From an optimization exercise on the open Yosys and OpenROAD flow, aimed at small area and few clock cycles; shortcuts taken in it are not production practice.

==> run X <==
==> flow/design.v <==
`default_nettype none
package bmaq_pkg;
  localparam int PIX_W      = 8;
  localparam int SUM_W      = 13;
  localparam int ROW_W      = 12;
  localparam int CODE_W     = 7;
  localparam int WIDTH_W    = 10;
  localparam int HEIGHT_W   = 12;
  localparam int CFG_DATA_W = 12;
  localparam int CFG_IDX_W  = 1;
  localparam int IDX_W      = 4;
  localparam int RampLevels = 9;
  localparam int NumThr     = RampLevels - 1;
  localparam int MAX_WIDTH_DEF  = 512;
  localparam int BLOCK_ROWS_DEF = 6;
  localparam int BLOCK_COLS_DEF = 3;
  localparam int SUM_DEPTH_DEF  = (MAX_WIDTH_DEF + BLOCK_COLS_DEF - 1) / BLOCK_COLS_DEF;
  localparam logic [WIDTH_W-1:0]  WIDTH_RESET  = 10'd400;
  localparam logic [HEIGHT_W-1:0] HEIGHT_RESET = 12'd220;
  localparam logic [CODE_W-1:0]   CHAR_NEWLINE = 7'd10;
  typedef enum logic [CFG_IDX_W-1:0] {
    CFG_IMAGE_WIDTH  = 1'b0,
    CFG_IMAGE_HEIGHT = 1'b1
  } cfg_reg_e;
endpackage
`default_nettype wire
`default_nettype none
module bmaq_sum_ram #(
  parameter int WIDTH = 4,
  parameter int LEN_W = 9
) (
  input  wire logic             clk_i,
  input  wire logic [LEN_W-1:0] len_i,
  input  wire logic [WIDTH-1:0] data_i,
  output logic      [WIDTH-1:0] data_o
);
  logic [WIDTH-1:0] link [LEN_W+1];
  assign link[0] = data_i;
  for (genvar s = 0; s < LEN_W; s++) begin : g_seg
    localparam int Len = 1 << s;
    logic [WIDTH-1:0] q [Len];
    always_ff @(posedge clk_i) begin
      q[0] <= link[s];
      for (int i = 1; i < Len; i++) q[i] <= q[i-1];
    end
    assign link[s+1] = len_i[s] ? q[Len-1] : link[s];
  end
  assign data_o = link[LEN_W];
endmodule
`default_nettype wire
`default_nettype none
import bmaq_pkg::*;
module block_mean_ascii_quantizer #(
  parameter int MAX_WIDTH  = bmaq_pkg::MAX_WIDTH_DEF,
  parameter int BLOCK_ROWS = bmaq_pkg::BLOCK_ROWS_DEF,
  parameter int BLOCK_COLS = bmaq_pkg::BLOCK_COLS_DEF
) (
  input  wire logic                            clk_i,
  input  wire logic                            rst_ni,
  input  wire logic                            cfg_we_i,
  input  wire logic [bmaq_pkg::CFG_IDX_W-1:0]  cfg_index_i,
  input  wire logic [bmaq_pkg::CFG_DATA_W-1:0] cfg_data_i,
  input  wire logic                            s_axis_tvalid_i,
  output logic                                 s_axis_tready_o,
  input  wire logic [7:0]                      s_axis_tdata_i,    
  output logic                                 m_axis_tvalid_o,
  input  wire logic                            m_axis_tready_i,
  output logic      [7:0]                      m_axis_tdata_o,    
  output logic                                 m_axis_tlast_o,
  output logic      [0:0]                      m_axis_tuser_o     
);
  localparam int ColW  = $clog2(MAX_WIDTH);
  localparam int EffW  = ((ColW > WIDTH_W) ? ColW : WIDTH_W) + 1;
  localparam int SubW  = (BLOCK_COLS > 1) ? $clog2(BLOCK_COLS) : 1;
  localparam int RibW  = (BLOCK_ROWS > 1) ? $clog2(BLOCK_ROWS) : 1;
  localparam int CntW  = $clog2(BLOCK_ROWS * BLOCK_COLS + 1);
  localparam int RowSW = $clog2(BLOCK_COLS * 255 + 1);
  localparam int AccW  = $clog2(BLOCK_ROWS * BLOCK_COLS * 255 + 1);
  localparam int NibW  = 4;
  localparam int StoW  = NibW * BLOCK_COLS;
  localparam int ThrW  = PIX_W + CntW;
  localparam int CmpW  = (ThrW > AccW) ? ThrW : AccW;
  logic [WIDTH_W-1:0]  width_q;
  logic [HEIGHT_W-1:0] height_q;
  always_ff @(posedge clk_i or negedge rst_ni) begin
    if (!rst_ni) begin
      width_q  <= WIDTH_RESET;
      height_q <= HEIGHT_RESET;
    end else if (cfg_we_i) begin
      case (cfg_index_i)
        CFG_IMAGE_WIDTH:  width_q  <= cfg_data_i[WIDTH_W-1:0];
        CFG_IMAGE_HEIGHT: height_q <= cfg_data_i[HEIGHT_W-1:0];
        default: ;
      endcase
    end
  end
  logic [ColW-1:0]  col_q;
  logic [SubW-1:0]  sub_q;
  logic [ROW_W-1:0] row_q;
  logic [RibW-1:0]  rib_q;
  logic [ColW-1:0]  lag_q, lag_d;
  logic [EffW-1:0]  w_ext, w_sat, w_last, ring_len;
  logic [ROW_W-1:0] h_last;
  logic             row_end, img_end, band_end, sub_last, block_end, first_row;
  logic             partial, band_start, aligned, emit, accept, out_free;
  always_comb begin
    w_ext = EffW'(width_q);
    if (width_q == '0) begin
      w_sat = EffW'(1);
    end else if (w_ext > EffW'(MAX_WIDTH)) begin
      w_sat = EffW'(MAX_WIDTH);
    end else begin
      w_sat = w_ext;
    end
    w_last   = w_sat - EffW'(1);
    ring_len = w_sat - EffW'(BLOCK_COLS);
    h_last   = (height_q == '0) ? '0 : height_q - ROW_W'(1);
    row_end    = col_q == w_last[ColW-1:0];
    img_end    = row_q == h_last;
    band_end   = img_end || (rib_q == RibW'(BLOCK_ROWS - 1));
    sub_last   = sub_q == SubW'(BLOCK_COLS - 1);
    block_end  = row_end || sub_last;
    partial    = !sub_last;
    first_row  = rib_q == '0;
    band_start = first_row && (col_q == '0);
    emit       = band_end && block_end;
    aligned    = band_start || (lag_q == '0);
  end
  assign s_axis_tready_o = aligned && (!emit || out_free);
  assign accept          = s_axis_tvalid_i && s_axis_tready_o;
  always_comb begin
    if (band_start) begin
      lag_d = '0;
    end else if (lag_q != '0) begin
      lag_d = lag_q - ColW'(1);
    end else if (accept) begin
      lag_d = '0;
    end else begin
      lag_d = w_last[ColW-1:0];
    end
  end
  always_ff @(posedge clk_i) begin
    lag_q <= lag_d;
  end
  always_ff @(posedge clk_i or negedge rst_ni) begin
    if (!rst_ni) begin
      col_q <= '0;
      sub_q <= '0;
      row_q <= '0;
      rib_q <= '0;
    end else if (accept) begin
      if (row_end) begin
        col_q <= '0;
        sub_q <= '0;
        if (img_end) begin
          row_q <= '0;
          rib_q <= '0;
        end else begin
          row_q <= row_q + ROW_W'(1);
          rib_q <= band_end ? '0 : rib_q + RibW'(1);
        end
      end else begin
        col_q <= col_q + ColW'(1);
        sub_q <= sub_last ? '0 : sub_q + SubW'(1);
      end
    end
  end
  logic [NibW-1:0]  ring_out;
  logic [NibW-1:0]  rd_q [BLOCK_COLS];
  logic [StoW-1:0]  ring_sum, side_q, above;
  logic [RowSW-1:0] acc_q, row_sum;
  logic [AccW-1:0]  sum;
  bmaq_sum_ram #(
    .WIDTH (NibW),
    .LEN_W (ColW)
  ) u_sum_ram (
    .clk_i  (clk_i),
    .len_i  (ring_len[ColW-1:0]),
    .data_i (rd_q[BLOCK_COLS-1]),
    .data_o (ring_out)
  );
  always_comb begin
    ring_sum[NibW-1:0] = ring_out;
    for (int i = 1; i < BLOCK_COLS; i++) ring_sum[i*NibW +: NibW] = rd_q[i-1];
  end
  always_comb begin
    row_sum = ((sub_q == '0) ? '0 : acc_q) + RowSW'(s_axis_tdata_i[PIX_W-1:0]);
    if (first_row) begin
      above = '0;
    end else if (partial) begin
      above = side_q;
    end else begin
      for (int i = 0; i < BLOCK_COLS; i++) above[i*NibW +: NibW] = ring_sum[(BLOCK_COLS-1-i)*NibW +: NibW];
    end
    sum = AccW'(above) + AccW'(row_sum);
  end
  always_ff @(posedge clk_i) begin
    if (accept) begin
      acc_q <= row_sum;
    end
    if (accept && block_end && partial) begin
      side_q <= sum[StoW-1:0];
    end
  end
  always_ff @(posedge clk_i) begin
    if (accept && block_end && !partial) begin
      for (int i = 0; i < BLOCK_COLS; i++) rd_q[i] <= sum[(BLOCK_COLS-1-i)*NibW +: NibW];
    end else begin
      rd_q[0] <= ring_out;
      for (int i = 1; i < BLOCK_COLS; i++) rd_q[i] <= rd_q[i-1];
    end
  end
  logic [CntW-1:0]  count;
  logic [IDX_W-1:0] level;
  always_comb begin
    count = CntW'((RibW'(rib_q) + (RibW + 1)'(1)) * ((SubW + 1)'(sub_q) + (SubW + 1)'(1)));
    level = '0;
    for (int k = 0; k < NumThr; k++) begin
      if (CmpW'(sum) >= CmpW'(ThrW'(((k + 1) * 256 + RampLevels - 1) / RampLevels) * ThrW'(count))) begin
        level = level + IDX_W'(1);
      end
    end
  end
  logic              out_valid_q, out_phase_q, out_nl_q, out_fe_q;
  logic [IDX_W-1:0]  out_level_q;
  logic [CODE_W-1:0] glyph;
  logic              out_fire;
  assign out_fire = m_axis_tvalid_o && m_axis_tready_i;
  assign out_free = !out_valid_q || (m_axis_tready_i && m_axis_tlast_o);
  always_ff @(posedge clk_i or negedge rst_ni) begin
    if (!rst_ni) begin
      out_valid_q <= 1'b0;
      out_phase_q <= 1'b0;
    end else if (accept && emit) begin
      out_valid_q <= 1'b1;
      out_phase_q <= 1'b0;
    end else if (out_fire) begin
      if (!out_phase_q && out_nl_q) begin
        out_phase_q <= 1'b1;
      end else begin
        out_valid_q <= 1'b0;
        out_phase_q <= 1'b0;
      end
    end
  end
  always_ff @(posedge clk_i) begin
    if (accept && emit) begin
      out_level_q <= level;
      out_nl_q    <= row_end;
      out_fe_q    <= img_end;
    end
  end
  always_comb begin
    case (out_level_q)
      4'd0:    glyph = 7'h20;   
      4'd1:    glyph = 7'h2E;   
      4'd2:    glyph = 7'h3A;   
      4'd3:    glyph = 7'h2D;   
      4'd4:    glyph = 7'h3D;   
      4'd5:    glyph = 7'h2A;   
      4'd6:    glyph = 7'h23;   
      4'd7:    glyph = 7'h25;   
      default: glyph = 7'h40;   
    endcase
  end
  assign m_axis_tvalid_o = out_valid_q;
  assign m_axis_tdata_o  = {1'b0, out_phase_q ? CHAR_NEWLINE : glyph};
  assign m_axis_tlast_o  = out_phase_q || !out_nl_q;
  assign m_axis_tuser_o  = out_phase_q && out_fe_q;
endmodule
`default_nettype wire
==> flow/run.sh <==
#!/bin/bash
# synth_recipe.tcl (not shown) runs the flow's synth.tcl, then flattens the netlist and writes it again
# the make line also repeats each setting of config.mk as NAME=value (left out here)
make -C /OpenROAD-flow-scripts/flow DESIGN_CONFIG=/design/flow/config.mk WORK_HOME=/design/flow/orfs CLKGATE_MAP_FILE= SYNTH_SCRIPT=/design/flow/synth_recipe.tcl finish
==> flow/config.mk <==
export PLATFORM = sky130hd
export DESIGN_NAME = block_mean_ascii_quantizer
export DESIGN_NICKNAME = block_mean_ascii_quantizer
export VERILOG_FILES = /design/flow/design.v
export SDC_FILE = /design/flow/constraint.sdc
export NUM_CORES = 4
export LEC_CHECK = 0
export CAP_MARGIN = 20
export CORE_MARGIN = 2
export CORE_UTILIZATION = 45
export SLEW_MARGIN = 20
==> flow/constraint.sdc <==
create_clock -name core_clock -period 9.0 [get_ports {clk_i}]
set_input_delay 1.8000 -clock core_clock [delete_from_list [all_inputs] [get_ports {clk_i}]]
set_output_delay 1.8000 -clock core_clock [all_outputs]
set_load 0.01 [all_outputs]
==> inputs of run Y, as changes to run X <==
==> flow/design.v, changed modules only <==
module bmaq_sum_ram #(
  parameter int NWIN   = 9,
  parameter int NIB_W  = 4,
  parameter int MAXLEN = 512 - 3 * NWIN,
  parameter int LEN_W  = $clog2(MAXLEN + 1),
  parameter int WIN_W = (NWIN > 1) ? $clog2(NWIN) : 1
) (
  input  wire logic                 clk_i,
  input  wire logic [LEN_W-1:0]     len_i,      
  input  wire logic [NWIN-1:0]      win_on_i,   
  input  wire logic [WIN_W-1:0]     win_i,      
  input  wire logic                 wr_i,
  input  wire logic [3*NIB_W-1:0]   wr_data_i,
  output logic      [3*NIB_W-1:0]   rd_data_o
);
  localparam int NSlot = 3 * NWIN;
  logic [NIB_W-1:0] tail;
  logic [NIB_W-1:0] x [NSlot];
  logic [NIB_W-1:0] win_in [NWIN+1];
  assign win_in[0] = tail;
  for (genvar m = 0; m < NWIN; m++) begin : g_win
    logic wr;
    assign wr = wr_i && (win_i == WIN_W'(m));
    always_ff @(posedge clk_i) begin
      x[3*m]   <= wr ? wr_data_i[3*NIB_W-1:2*NIB_W] : win_in[m];
      x[3*m+1] <= wr ? wr_data_i[2*NIB_W-1:NIB_W]   : x[3*m];
      x[3*m+2] <= wr ? wr_data_i[NIB_W-1:0]         : x[3*m+1];
    end
    if (m == 0) begin : g_first
      assign win_in[m+1] = x[3*m+2];
    end else begin : g_more
      assign win_in[m+1] = win_on_i[m] ? x[3*m+2] : win_in[m];
    end
  end
  always_comb begin
    rd_data_o = '0;
    for (int m = 0; m < NWIN; m++) begin
      if (win_i == WIN_W'(m)) begin
        rd_data_o = {(m == 0) ? tail : x[3*m-1], x[3*m], x[3*m+1]};
      end
    end
  end
  localparam int NPow = $clog2(MAXLEN + 2) - 1;
  localparam int Rem  = MAXLEN - ((1 << NPow) - 1);
  localparam int NSeg = (Rem > 0) ? NPow + 1 : NPow;
  logic [NSeg-1:0]  use_seg;
  logic [LEN_W-1:0] len_rest;
  always_comb begin
    len_rest = len_i;
    use_seg  = '0;
    if (Rem > 0 && len_i > LEN_W'((1 << NPow) - 1)) begin
      len_rest           = len_i - LEN_W'(Rem);
      use_seg[NSeg-1]    = 1'b1;
    end
    use_seg[NPow-1:0] = len_rest[NPow-1:0];
  end
  logic [NIB_W-1:0] link [NSeg+1];
  assign link[0] = win_in[NWIN];
  for (genvar s = 0; s < NSeg; s++) begin : g_seg
    localparam int Len = (s < NPow) ? (1 << s) : Rem;
    logic [NIB_W-1:0] q [Len];
    always_ff @(posedge clk_i) begin
      q[0] <= link[s];
      for (int i = 1; i < Len; i++) q[i] <= q[i-1];
    end
    assign link[s+1] = use_seg[s] ? q[Len-1] : link[s];
  end
  assign tail = link[NSeg];
endmodule
module block_mean_ascii_quantizer #(
  parameter int MAX_WIDTH  = bmaq_pkg::MAX_WIDTH_DEF,
  parameter int BLOCK_ROWS = bmaq_pkg::BLOCK_ROWS_DEF,
  parameter int BLOCK_COLS = bmaq_pkg::BLOCK_COLS_DEF
) (
  input  wire logic                            clk_i,
  input  wire logic                            rst_ni,
  input  wire logic                            cfg_we_i,
  input  wire logic [bmaq_pkg::CFG_IDX_W-1:0]  cfg_index_i,
  input  wire logic [bmaq_pkg::CFG_DATA_W-1:0] cfg_data_i,
  input  wire logic                            s_axis_tvalid_i,
  output logic                                 s_axis_tready_o,
  input  wire logic [7:0]                      s_axis_tdata_i,    
  output logic                                 m_axis_tvalid_o,
  input  wire logic                            m_axis_tready_i,
  output logic      [7:0]                      m_axis_tdata_o,    
  output logic                                 m_axis_tlast_o,
  output logic      [0:0]                      m_axis_tuser_o     
);
  localparam int NWin  = 9;
  localparam int WinW  = $clog2(NWin);
  localparam int ColW  = $clog2(MAX_WIDTH);
  localparam int EffW  = ((ColW > WIDTH_W) ? ColW : WIDTH_W) + 1;
  localparam int SubW  = (BLOCK_COLS > 1) ? $clog2(BLOCK_COLS) : 1;
  localparam int RibW  = (BLOCK_ROWS > 1) ? $clog2(BLOCK_ROWS) : 1;
  localparam int CntW  = $clog2(BLOCK_ROWS * BLOCK_COLS + 1);
  localparam int RowSW = $clog2(BLOCK_COLS * 255 + 1);
  localparam int AccW  = $clog2(BLOCK_ROWS * BLOCK_COLS * 255 + 1);
  localparam int NibW  = 4;
  localparam int StoW  = NibW * BLOCK_COLS;
  localparam int ThrW  = PIX_W + CntW;
  localparam int CmpW  = (ThrW > AccW) ? ThrW : AccW;
  logic [WIDTH_W-1:0]  width_q;
  logic [HEIGHT_W-1:0] height_q;
  always_ff @(posedge clk_i or negedge rst_ni) begin
    if (!rst_ni) begin
      width_q  <= WIDTH_RESET;
      height_q <= HEIGHT_RESET;
    end else if (cfg_we_i) begin
      case (cfg_index_i)
        CFG_IMAGE_WIDTH:  width_q  <= cfg_data_i[WIDTH_W-1:0];
        CFG_IMAGE_HEIGHT: height_q <= cfg_data_i[HEIGHT_W-1:0];
        default: ;
      endcase
    end
  end
  logic [ColW-1:0]  col_q;
  logic [SubW-1:0]  sub_q;
  logic [ROW_W-1:0] row_q;
  logic [RibW-1:0]  rib_q;
  logic [ColW-1:0]  lag_q, lag_d;
  logic [EffW-1:0]  w_ext, w_sat, w_last, ring_len;
  logic [NWin-1:0]  win_on;
  logic [WinW-1:0]  win;
  logic             tap_ok;
  logic [ROW_W-1:0] h_last;
  logic             row_end, img_end, band_end, sub_last, block_end, first_row;
  logic             partial, band_start, aligned, emit, accept, out_free;
  always_comb begin
    w_ext = EffW'(width_q);
    if (width_q == '0) begin
      w_sat = EffW'(1);
    end else if (w_ext > EffW'(MAX_WIDTH)) begin
      w_sat = EffW'(MAX_WIDTH);
    end else begin
      w_sat = w_ext;
    end
    w_last   = w_sat - EffW'(1);
    ring_len = w_sat;
    for (int m = 0; m < NWin; m++) begin
      win_on[m] = (m == 0) || (w_sat >= EffW'(3 * (m + 1)));
      if (w_sat >= EffW'(3 * (m + 1))) ring_len = w_sat - EffW'(3 * (m + 1));
    end
    tap_ok = 1'b0;
    win    = '0;
    for (int m = 0; m < NWin; m++) begin
      if (lag_q == ColW'(3 * m) && win_on[m]) begin
        tap_ok = 1'b1;
        win    = WinW'(m);
      end
    end
    h_last   = (height_q == '0) ? '0 : height_q - ROW_W'(1);
    row_end    = col_q == w_last[ColW-1:0];
    img_end    = row_q == h_last;
    band_end   = img_end || (rib_q == RibW'(BLOCK_ROWS - 1));
    sub_last   = sub_q == SubW'(BLOCK_COLS - 1);
    block_end  = row_end || sub_last;
    partial    = !sub_last;
    first_row  = rib_q == '0;
    band_start = first_row && (col_q == '0);
    emit       = band_end && block_end;
    aligned    = !block_end || partial || tap_ok;
  end
  assign s_axis_tready_o = aligned && (!emit || out_free);
  assign accept          = s_axis_tvalid_i && s_axis_tready_o;
  always_comb begin
    if (band_start || accept) begin
      lag_d = band_start ? '0 : lag_q;
    end else if (lag_q == w_last[ColW-1:0]) begin
      lag_d = '0;
    end else begin
      lag_d = lag_q + ColW'(1);
    end
  end
  always_ff @(posedge clk_i) begin
    lag_q <= lag_d;
  end
  always_ff @(posedge clk_i or negedge rst_ni) begin
    if (!rst_ni) begin
      col_q <= '0;
      sub_q <= '0;
      row_q <= '0;
      rib_q <= '0;
    end else if (accept) begin
      if (row_end) begin
        col_q <= '0;
        sub_q <= '0;
        if (img_end) begin
          row_q <= '0;
          rib_q <= '0;
        end else begin
          row_q <= row_q + ROW_W'(1);
          rib_q <= band_end ? '0 : rib_q + RibW'(1);
        end
      end else begin
        col_q <= col_q + ColW'(1);
        sub_q <= sub_last ? '0 : sub_q + SubW'(1);
      end
    end
  end
  logic [StoW-1:0]  above, ring_sum, side_q;
  logic [RowSW-1:0] acc_q, row_sum;
  logic [AccW-1:0]  sum;
  logic             ring_wr;
  assign ring_wr = accept && block_end && !partial;
  bmaq_sum_ram #(
    .NWIN   (NWin),
    .NIB_W  (NibW),
    .MAXLEN (MAX_WIDTH - 3 * NWin)
  ) u_sum_ram (
    .clk_i     (clk_i),
    .len_i     (ring_len[$clog2(MAX_WIDTH - 3 * NWin + 1)-1:0]),
    .win_on_i  (win_on),
    .win_i     (win),
    .wr_i      (ring_wr),
    .wr_data_i (sum[StoW-1:0]),
    .rd_data_o (ring_sum)
  );
  always_comb begin
    row_sum = ((sub_q == '0) ? '0 : acc_q) + RowSW'(s_axis_tdata_i[PIX_W-1:0]);
    if (first_row) begin
      above = '0;
    end else if (partial) begin
      above = side_q;
    end else begin
      above = ring_sum;
    end
    sum = AccW'(above) + AccW'(row_sum);
  end
  always_ff @(posedge clk_i) begin
    if (accept) begin
      acc_q <= row_sum;
    end
    if (accept && block_end && partial) begin
      side_q <= sum[StoW-1:0];
    end
  end
  logic [ThrW-1:0]  thr [NumThr];
  logic [IDX_W-1:0] level;
  always_comb begin
    for (int k = 0; k < NumThr; k++) begin
      thr[k] = '0;
      for (int r = 0; r < BLOCK_ROWS; r++) begin
        for (int c = 0; c < BLOCK_COLS; c++) begin
          if (rib_q == RibW'(r) && sub_q == SubW'(c)) begin
            thr[k] = ThrW'(((k + 1) * 256 + RampLevels - 1) / RampLevels * (r + 1) * (c + 1));
          end
        end
      end
    end
    level = '0;
    for (int k = 0; k < NumThr; k++) begin
      if (CmpW'(sum) >= CmpW'(thr[k])) begin
        level = level + IDX_W'(1);
      end
    end
  end
  logic              out_valid_q, out_phase_q, out_nl_q, out_fe_q;
  logic [IDX_W-1:0]  out_level_q;
  logic [CODE_W-1:0] glyph;
  logic              out_fire;
  assign out_fire = m_axis_tvalid_o && m_axis_tready_i;
  assign out_free = !out_valid_q || (m_axis_tready_i && m_axis_tlast_o);
  always_ff @(posedge clk_i or negedge rst_ni) begin
    if (!rst_ni) begin
      out_valid_q <= 1'b0;
      out_phase_q <= 1'b0;
    end else if (accept && emit) begin
      out_valid_q <= 1'b1;
      out_phase_q <= 1'b0;
    end else if (out_fire) begin
      if (!out_phase_q && out_nl_q) begin
        out_phase_q <= 1'b1;
      end else begin
        out_valid_q <= 1'b0;
        out_phase_q <= 1'b0;
      end
    end
  end
  always_ff @(posedge clk_i) begin
    if (accept && emit) begin
      out_level_q <= level;
      out_nl_q    <= row_end;
      out_fe_q    <= img_end;
    end
  end
  always_comb begin
    case (out_level_q)
      4'd0:    glyph = 7'h20;   
      4'd1:    glyph = 7'h2E;   
      4'd2:    glyph = 7'h3A;   
      4'd3:    glyph = 7'h2D;   
      4'd4:    glyph = 7'h3D;   
      4'd5:    glyph = 7'h2A;   
      4'd6:    glyph = 7'h23;   
      4'd7:    glyph = 7'h25;   
      default: glyph = 7'h40;   
    endcase
  end
  assign m_axis_tvalid_o = out_valid_q;
  assign m_axis_tdata_o  = {1'b0, out_phase_q ? CHAR_NEWLINE : glyph};
  assign m_axis_tlast_o  = out_phase_q || !out_nl_q;
  assign m_axis_tuser_o  = out_phase_q && out_fe_q;
endmodule
ABC_AREA = 1   (was not set)
==> notes.md <==
Run X completed and failed the layout checks on negative setup slack. Run Y ran to the end with violations: negative setup slack.
Against run Y, the area after synthesis of run X is lower by 3.5%.
Setup slack: run Y is worse than run X (640 ps).
Of run X and run Y, run X has the higher sequential cell count (gap 8).
Of run X and run Y, run X has the higher fmax (gap 7.0%, measured against run Y).
In run X the critical path depth is lower than in run Y, by 32.
Of run Y and run X, run Y has the higher design area (gap about 6%, measured against run X).
Against run Y, the utilization of run X is lower by 1.2 points.
Of run Y and run X, run Y has the higher routed wire length (gap 22%, measured against run X).
Of run X and run Y, run Y has the higher global-route usage (gap 2.0 points).
Between run X and run Y, the lower sequential share of layout area is in run Y (gap 3.9 points).
Between run Y and run X, the lower worst hold slack is in run Y (gap 18 ps).
No functional check of the RTL was part of any run of this note.

-- static timing again, ports no longer ideal --
The results above use ideal ports. As a check the final layouts listed here were re-extracted and re-timed, cells and wires unchanged.
Step 1: set_driving_cell puts a clkbuf_16 on clk_i and a buf_2 on each other input, an assumption about the parent block.
Step 2 times the ports against the registers' clock, not the clock port: input delays grow and output delays shrink by t, the midpoint of the rising clock arrivals with the driver on.
Three values: ideal ports, drivers, drivers and shift; two values: the first two.
run	t, ns	setup slack, ns	slew at the worst register clock pin (ns)
run X	0.830	-0.131 / -0.131 / -0.441	0.07 / 0.07
run Y	0.840	-0.773 / -0.773 / -0.773	0.06 / 0.06
For run X, which loses most, drivers alone change the setup slack by 0.000 ns; drivers and shift together by -0.310 ns.
